Context: an optimization exercise on an open-source flow, tuned for small area and a short achievable clock period. The choices shown serve that exercise and are no tape-out recipe.
In this exercise RTL edits were held to simulation tests only and were not proved equivalent to the original.
Power and IR drop assume default switching activity.

==> run a: inputs <==
Design pyrm_decode_sb, start of the top module:
module pyrm_decode_sb #(
   parameter int XLEN = 64,
   parameter int NREG = 32,
   parameter int NWB  = 2,
   localparam int RA  = $clog2(NREG)
) (
   input  logic              clk,
   input  logic              reset_pyri,
   input  logic [31:0]       inst_pyri,
   input  logic [XLEN-1:0]   pc_pyri,
   input  logic              inst_valid_pyri,
   output logic              inst_retry_pyro,
   input  logic [NWB-1:0]    wb_valid_pyri,
   input  logic [NWB*RA-1:0] wb_addr_pyri,
   input  logic [NWB*XLEN-1:0] wb_data_pyri,
   output logic [31:0]       inst_pyro,
   output logic [XLEN-1:0]   pc_pyro,
   output logic [XLEN-1:0]   src1_pyro,
   output logic [XLEN-1:0]   src2_pyro,
   output logic              illegal_pyro,
   output logic              dec_valid_pyro,
   input  logic              dec_retry_pyri,
   output logic [RA:0]       busy_cnt_pyro
);
export LEC_CHECK = 0
export CAP_MARGIN = 20
export CELL_PAD_IN_SITES_DETAIL_PLACEMENT = 1
export CELL_PAD_IN_SITES_GLOBAL_PLACEMENT = 2
export CORE_MARGIN = 2
export CORE_UTILIZATION = 30
export PLACE_DENSITY = 0.45
export SETUP_SLACK_MARGIN = 2.8
export SLEW_MARGIN = 20
export SYNTH_HIERARCHICAL = 1
create_clock -name core_clock -period 8.0 [get_ports {clk}]
standard.sh (not shown) runs the stock make flow with config.mk's settings and CLKGATE_MAP_FILE= SYNTH_SCRIPT=/design/flow/synth_recipe.tcl, a recipe that flattens the netlist after the stock synthesis.
==> flow/flow/run.sh <==
#!/bin/bash
# Own layout flow: the standard layout (standard.sh, unchanged synthesis and steps) with
# a few placement/CTS/routing options set through the ORFS variables they read:
#  - port buffers use the plain buf_1 cell (the default pick is a 10 um2 delay cell);
#  - clock tree buffers are clkbuf_8 and CTS inserts no dummy loads;
#  - global routing holds back more capacity on met1-met3 (flow/fastroute.tcl), which eases
#    detailed routing of the register file's pin-dense cells.
# Every tool's output goes to the ORFS logs under orfs/logs; make's own output to standard.log.
set -euo pipefail
here=$(cd "$(dirname "$0")" && pwd)
export BUFFER_PORTS_ARGS="-buffer_cell sky130_fd_sc_hd__buf_1"
export CTS_ARGS="-sink_clustering_enable -repair_clock_nets -dont_use_dummy_load -buf_list sky130_fd_sc_hd__clkbuf_8"
export FASTROUTE_TCL="$here/fastroute.tcl"
bash standard.sh > standard.log 2>&1
==> flow/flow/fastroute.tcl <==
# Global routing layer setup: as the platform's fastroute.tcl, but with more capacity held back
# on the lower layers so that global routing spreads wires onto met3/met4 and leaves met1/met2
# room for pin access.
set_global_routing_layer_adjustment $::env(MIN_ROUTING_LAYER)-$::env(MAX_ROUTING_LAYER) 0.2
set_global_routing_layer_adjustment met1 0.6
set_global_routing_layer_adjustment met2 0.45
set_global_routing_layer_adjustment met3 0.3

set_routing_layers -clock $::env(MIN_CLK_ROUTING_LAYER)-$::env(MAX_ROUTING_LAYER)
set_routing_layers -signal $::env(MIN_ROUTING_LAYER)-$::env(MAX_ROUTING_LAYER)
==> run b: changes against run a <==
--- a/flow/design.v
+++ b/flow/design.v
@@ -32,14 +32,17 @@
    logic [RA-1:0]   rd, rs1, rs2, a0, a1;
    logic [XLEN-1:0] d0, d1, imm1, imm2;
    logic            v0, v1;
    logic            use1, use2, wrd, imm_i, imm_u, sys, ill;
    logic            hazard, free, accept;
    logic [NT-1:0]   s1t, s2t;
    logic [CW-1:0]   cnt;
+   logic [RA-1:0]   bj, bk;
+   logic [NREG-1:0] sb_nxt;
+   logic            cnt_eq1, cnt_eq2, cnt_ge3;
    logic            clr0, clr1;
    assign rd  = inst_pyri[7 +: RA];
    assign rs1 = inst_pyri[15 +: RA];
    assign rs2 = inst_pyri[20 +: RA];
    assign v0 = wb_valid_pyri[0];
    assign v1 = wb_valid_pyri[1];
    assign a0 = wb_addr_pyri[0 +: RA];
@@ -124,73 +127,86 @@
       assign x1[NREG]   = src1_pyro[b];
       assign x2[NREG-1] = imm2[b];
       assign x2[NREG]   = src2_pyro[b];
       pyrm_andor #(.N(NT)) u_s1 (.s(s1t), .x(x1), .y(src1_d[b]));
       pyrm_andor #(.N(NT)) u_s2 (.s(s2t), .x(x2), .y(src2_d[b]));
    end
    assign free = !dec_valid_pyro || !dec_retry_pyri;
-   logic [7:0] lo_r1, lo_r2, lo_rd, lo_a0, lo_a1;
-   logic [3:0] hi_r1, hi_r2, hi_rd, hi_a0, hi_a1;
+   logic [7:0] lo_r1, lo_r2, lo_rd;
+   logic [3:0] hi_r1, hi_r2, hi_rd;
    logic [1:0] h1n, h2n, hdn;
    logic       nstall, nvalid, hza, hzb, hzc;
-   logic [NREG-1:0] u_eff;
-   logic [7:0] any_q;
-   logic [1:0] any_r;
    pyrm_predec #(.QV(0)) u_pd_r1 (.a(rs1), .v(1'b1), .lo(lo_r1), .hi(hi_r1));
    pyrm_predec #(.QV(0)) u_pd_r2 (.a(rs2), .v(1'b1), .lo(lo_r2), .hi(hi_r2));
    pyrm_predec #(.QV(0)) u_pd_rd (.a(rd), .v(1'b1), .lo(lo_rd), .hi(hi_rd));
-   pyrm_predec #(.QV(1)) u_pd_a0 (.a(a0), .v(v0), .lo(lo_a0), .hi(hi_a0));
-   pyrm_predec #(.QV(1)) u_pd_a1 (.a(a1), .v(v1), .lo(lo_a1), .hi(hi_a1));
    logic [1:0] nm01, nm11, nm02, nm12, nm0d, nm1d;
    pyrm_nmatch u_m01 (.a(a0), .f(rs1), .v(v0), .y(nm01));
    pyrm_nmatch u_m11 (.a(a1), .f(rs1), .v(v1), .y(nm11));
    pyrm_nmatch u_m02 (.a(a0), .f(rs2), .v(v0), .y(nm02));
    pyrm_nmatch u_m12 (.a(a1), .f(rs2), .v(v1), .y(nm12));
    pyrm_nmatch u_m0d (.a(a0), .f(rd), .v(v0), .y(nm0d));
    pyrm_nmatch u_m1d (.a(a1), .f(rd), .v(v1), .y(nm1d));
    logic hz_use1, hz_use2, hz_wrd, hz_sys;
    pyrm_hzdec u_hzdec (.op(inst_pyri[6:0]), .use1(hz_use1), .use2(hz_use2), .wrd(hz_wrd), .sys(hz_sys));
    pyrm_bpick u_pk_r1 (.lo(lo_r1), .hi(hi_r1), .x(sb), .u(hz_use1), .n0(nm01), .n1(nm11), .yn(h1n));
    pyrm_bpick u_pk_r2 (.lo(lo_r2), .hi(hi_r2), .x(sb), .u(hz_use2), .n0(nm02), .n1(nm12), .yn(h2n));
    pyrm_bpick u_pk_rd (.lo(lo_rd), .hi(hi_rd), .x(sb), .u(hz_wrd), .n0(nm0d), .n1(nm1d), .yn(hdn));
-   assign u_eff[0] = 1'b1;
-   for (genvar i = 1; i < NREG; i++) begin : g_eff
-      logic n0, n1;
-      pyrm_nand2 u_n0 (.a(lo_a0[i % 8]), .b(hi_a0[i / 8]), .y(n0));
-      pyrm_nand2 u_n1 (.a(lo_a1[i % 8]), .b(hi_a1[i / 8]), .y(n1));
-      pyrm_nand3 u_e (.a(sb[i]), .b(n0), .c(n1), .y(u_eff[i]));
-   end
-   for (genvar k = 0; k < 8; k++) begin : g_anyq
-      if (k == 0) begin : g_3
-         pyrm_nand3 u (.a(u_eff[1]), .b(u_eff[2]), .c(u_eff[3]), .y(any_q[k]));
-      end else begin : g_4
-         pyrm_nand4 u (.a(u_eff[4*k]), .b(u_eff[4*k+1]), .c(u_eff[4*k+2]), .d(u_eff[4*k+3]), .y(any_q[k]));
-      end
-   end
-   pyrm_o41ai u_anyr0 (.a1(any_q[0]), .a2(any_q[1]), .a3(any_q[2]), .a4(any_q[3]), .b1(hz_sys), .y(any_r[0]));
-   pyrm_o41ai u_anyr1 (.a1(any_q[4]), .a2(any_q[5]), .a3(any_q[6]), .a4(any_q[7]), .b1(hz_sys), .y(any_r[1]));
+   logic [1:0] nm0j, nm1j, nm0k, nm1k;
+   logic       ncj, nck, s_e12, s_eq2, s_ge3, sys_ok;
+   pyrm_nmatch u_m0j (.a(a0), .f(bj), .v(v0), .y(nm0j));
+   pyrm_nmatch u_m1j (.a(a1), .f(bj), .v(v1), .y(nm1j));
+   pyrm_nmatch u_m0k (.a(a0), .f(bk), .v(v0), .y(nm0k));
+   pyrm_nmatch u_m1k (.a(a1), .f(bk), .v(v1), .y(nm1k));
+   pyrm_o22a u_ncj (.a1(nm0j[0]), .a2(nm0j[1]), .b1(nm1j[0]), .b2(nm1j[1]), .y(ncj));
+   pyrm_o22a u_nck (.a1(nm0k[0]), .a2(nm0k[1]), .b1(nm1k[0]), .b2(nm1k[1]), .y(nck));
+   assign s_e12 = hz_sys && (cnt_eq1 || cnt_eq2);
+   assign s_eq2 = hz_sys && cnt_eq2;
+   assign s_ge3 = hz_sys && cnt_ge3;
+   pyrm_a221oi u_sysok (.a1(ncj), .a2(s_e12), .b1(nck), .b2(s_eq2), .c1(s_ge3), .y(sys_ok));
    pyrm_nand2 u_stall (.a(dec_valid_pyro), .b(dec_retry_pyri), .y(nstall));
    pyrm_inv u_nvalid (.a(inst_valid_pyri), .y(nvalid));
    pyrm_nand3 u_hza (.a(h1n[0]), .b(h1n[1]), .c(h2n[0]), .y(hza));
    pyrm_nand3 u_hzb (.a(h2n[1]), .b(hdn[0]), .c(hdn[1]), .y(hzb));
-   pyrm_nand3 u_hzc (.a(any_r[0]), .b(any_r[1]), .c(nstall), .y(hzc));
+   pyrm_nand2 u_hzc (.a(sys_ok), .b(nstall), .y(hzc));
    pyrm_o31a u_retry (.a1(hza), .a2(hzb), .a3(hzc), .b1(inst_valid_pyri), .y(inst_retry_pyro));
    pyrm_nor4 u_accept (.a(hza), .b(hzb), .c(hzc), .d(nvalid), .y(accept));
-   assign hazard = !(&h1n && &h2n && &hdn && &any_r);
+   assign hazard = !(&h1n && &h2n && &hdn && sys_ok);
    always_ff @(posedge clk or negedge reset_pyri) begin
       if (!reset_pyri) sb <= '0;
-      else sb <= (sb & ~wb_clr) | sb_set;
+      else sb <= sb_nxt;
    end
    assign clr1 = v1 && sb[a1];
    assign clr0 = v0 && sb[a0] && !(v1 && a1 == a0);
    always_ff @(posedge clk or negedge reset_pyri) begin
       if (!reset_pyri) cnt <= '0;
       else cnt <= cnt - CW'(clr0) - CW'(clr1) + CW'(|sb_set);
    end
    assign busy_cnt_pyro = cnt;
+   logic [RA-1:0]   bj_nxt, bk_nxt;
+   assign sb_nxt = (sb & ~wb_clr) | sb_set;
+   always_comb begin
+      bj_nxt = '0;
+      bk_nxt = '0;
+      for (int i = NREG - 1; i >= 1; i--)
+         if (sb_nxt[i]) bj_nxt = RA'(i);
+      for (int i = 1; i < NREG; i++)
+         if (sb_nxt[i]) bk_nxt = RA'(i);
+   end
+   always_ff @(posedge clk or negedge reset_pyri) begin
+      if (!reset_pyri) begin
+         bj <= '0;
+         bk <= '0;
+      end else begin
+         bj <= bj_nxt;
+         bk <= bk_nxt;
+      end
+   end
+   assign cnt_eq1 = cnt == CW'(1);
+   assign cnt_eq2 = cnt == CW'(2);
+   assign cnt_ge3 = cnt >= CW'(3);
    always_ff @(posedge clk or negedge reset_pyri) begin
       if (!reset_pyri) begin
          src1_pyro <= '0;
          src2_pyro <= '0;
       end else begin
          src1_pyro <= src1_d;
          src2_pyro <= src2_d;
@@ -392,20 +408,23 @@
 endmodule
 module pyrm_and2 (input logic a, b, output logic y);
    assign y = a & b;
 endmodule
 module pyrm_o221a (input logic a1, a2, b1, b2, c1, output logic y);
    assign y = (a1 | a2) & (b1 | b2) & c1;
 endmodule
+module pyrm_o22a (input logic a1, a2, b1, b2, output logic y);
+   assign y = (a1 | a2) & (b1 | b2);
+endmodule
+module pyrm_a221oi (input logic a1, a2, b1, b2, c1, output logic y);
+   assign y = ~((a1 & a2) | (b1 & b2) | c1);
+endmodule
 module pyrm_o31a (input logic a1, a2, a3, b1, output logic y);
    assign y = (a1 | a2 | a3) & b1;
 endmodule
-module pyrm_o41ai (input logic a1, a2, a3, a4, b1, output logic y);
-   assign y = ~((a1 | a2 | a3 | a4) & b1);
-endmodule
 module pyrm_nand2 (input logic a, b, output logic y);
    assign y = ~(a & b);
 endmodule
 module pyrm_nor2 (input logic a, b, output logic y);
    assign y = ~(a | b);
 endmodule
 module pyrm_nand3 (input logic a, b, c, output logic y);
==> comparison <==
In sequential share of layout area, run b and run a hardly differ. Against run b, the die area of run a is smaller by about 0.7%. In run a the first-iteration DRC count is smaller than in run b, by 1.1%. Of run b and run a, run b has the higher clock power (gap about 0.7%, measured against run a). Of run a and run b, run b has the higher flip-flop and latch count (gap 10). Sequential power is about the same in run b and run a. Register-to-register slack is about the same in run a and run b.

## static timing again, ports no longer ideal
The flow's constraints put no driver on any port. The routed layouts listed below were extracted and timed again, unchanged, in two steps.
Step 1, drivers: a clkbuf_16 drives clk and a buf_2 each remaining input, both assumed.
Step 2 times the ports against the registers' clock, not the clock port: input delays grow and output delays shrink by t, the midpoint of the rising clock arrivals with the driver on.
Three values: no drivers, after step 1, after step 2; two values: the first two.
| run | shift t [ns] | setup WS [ns] | worst setup path at the end | worst slew at a driven data input, ns |
|---|---|---|---|---|
| run a | 1.256 | 2.606 / 2.561 / 1.422 | input to register | 0.15 |
| run b | 1.304 | 2.793 / 2.809 / 1.582 | input to register | 0.19 |
After both steps every run listed still meets setup and hold. For run b, which loses most, drivers alone change the setup slack by +0.016 ns; drivers and shift together by -1.211 ns.
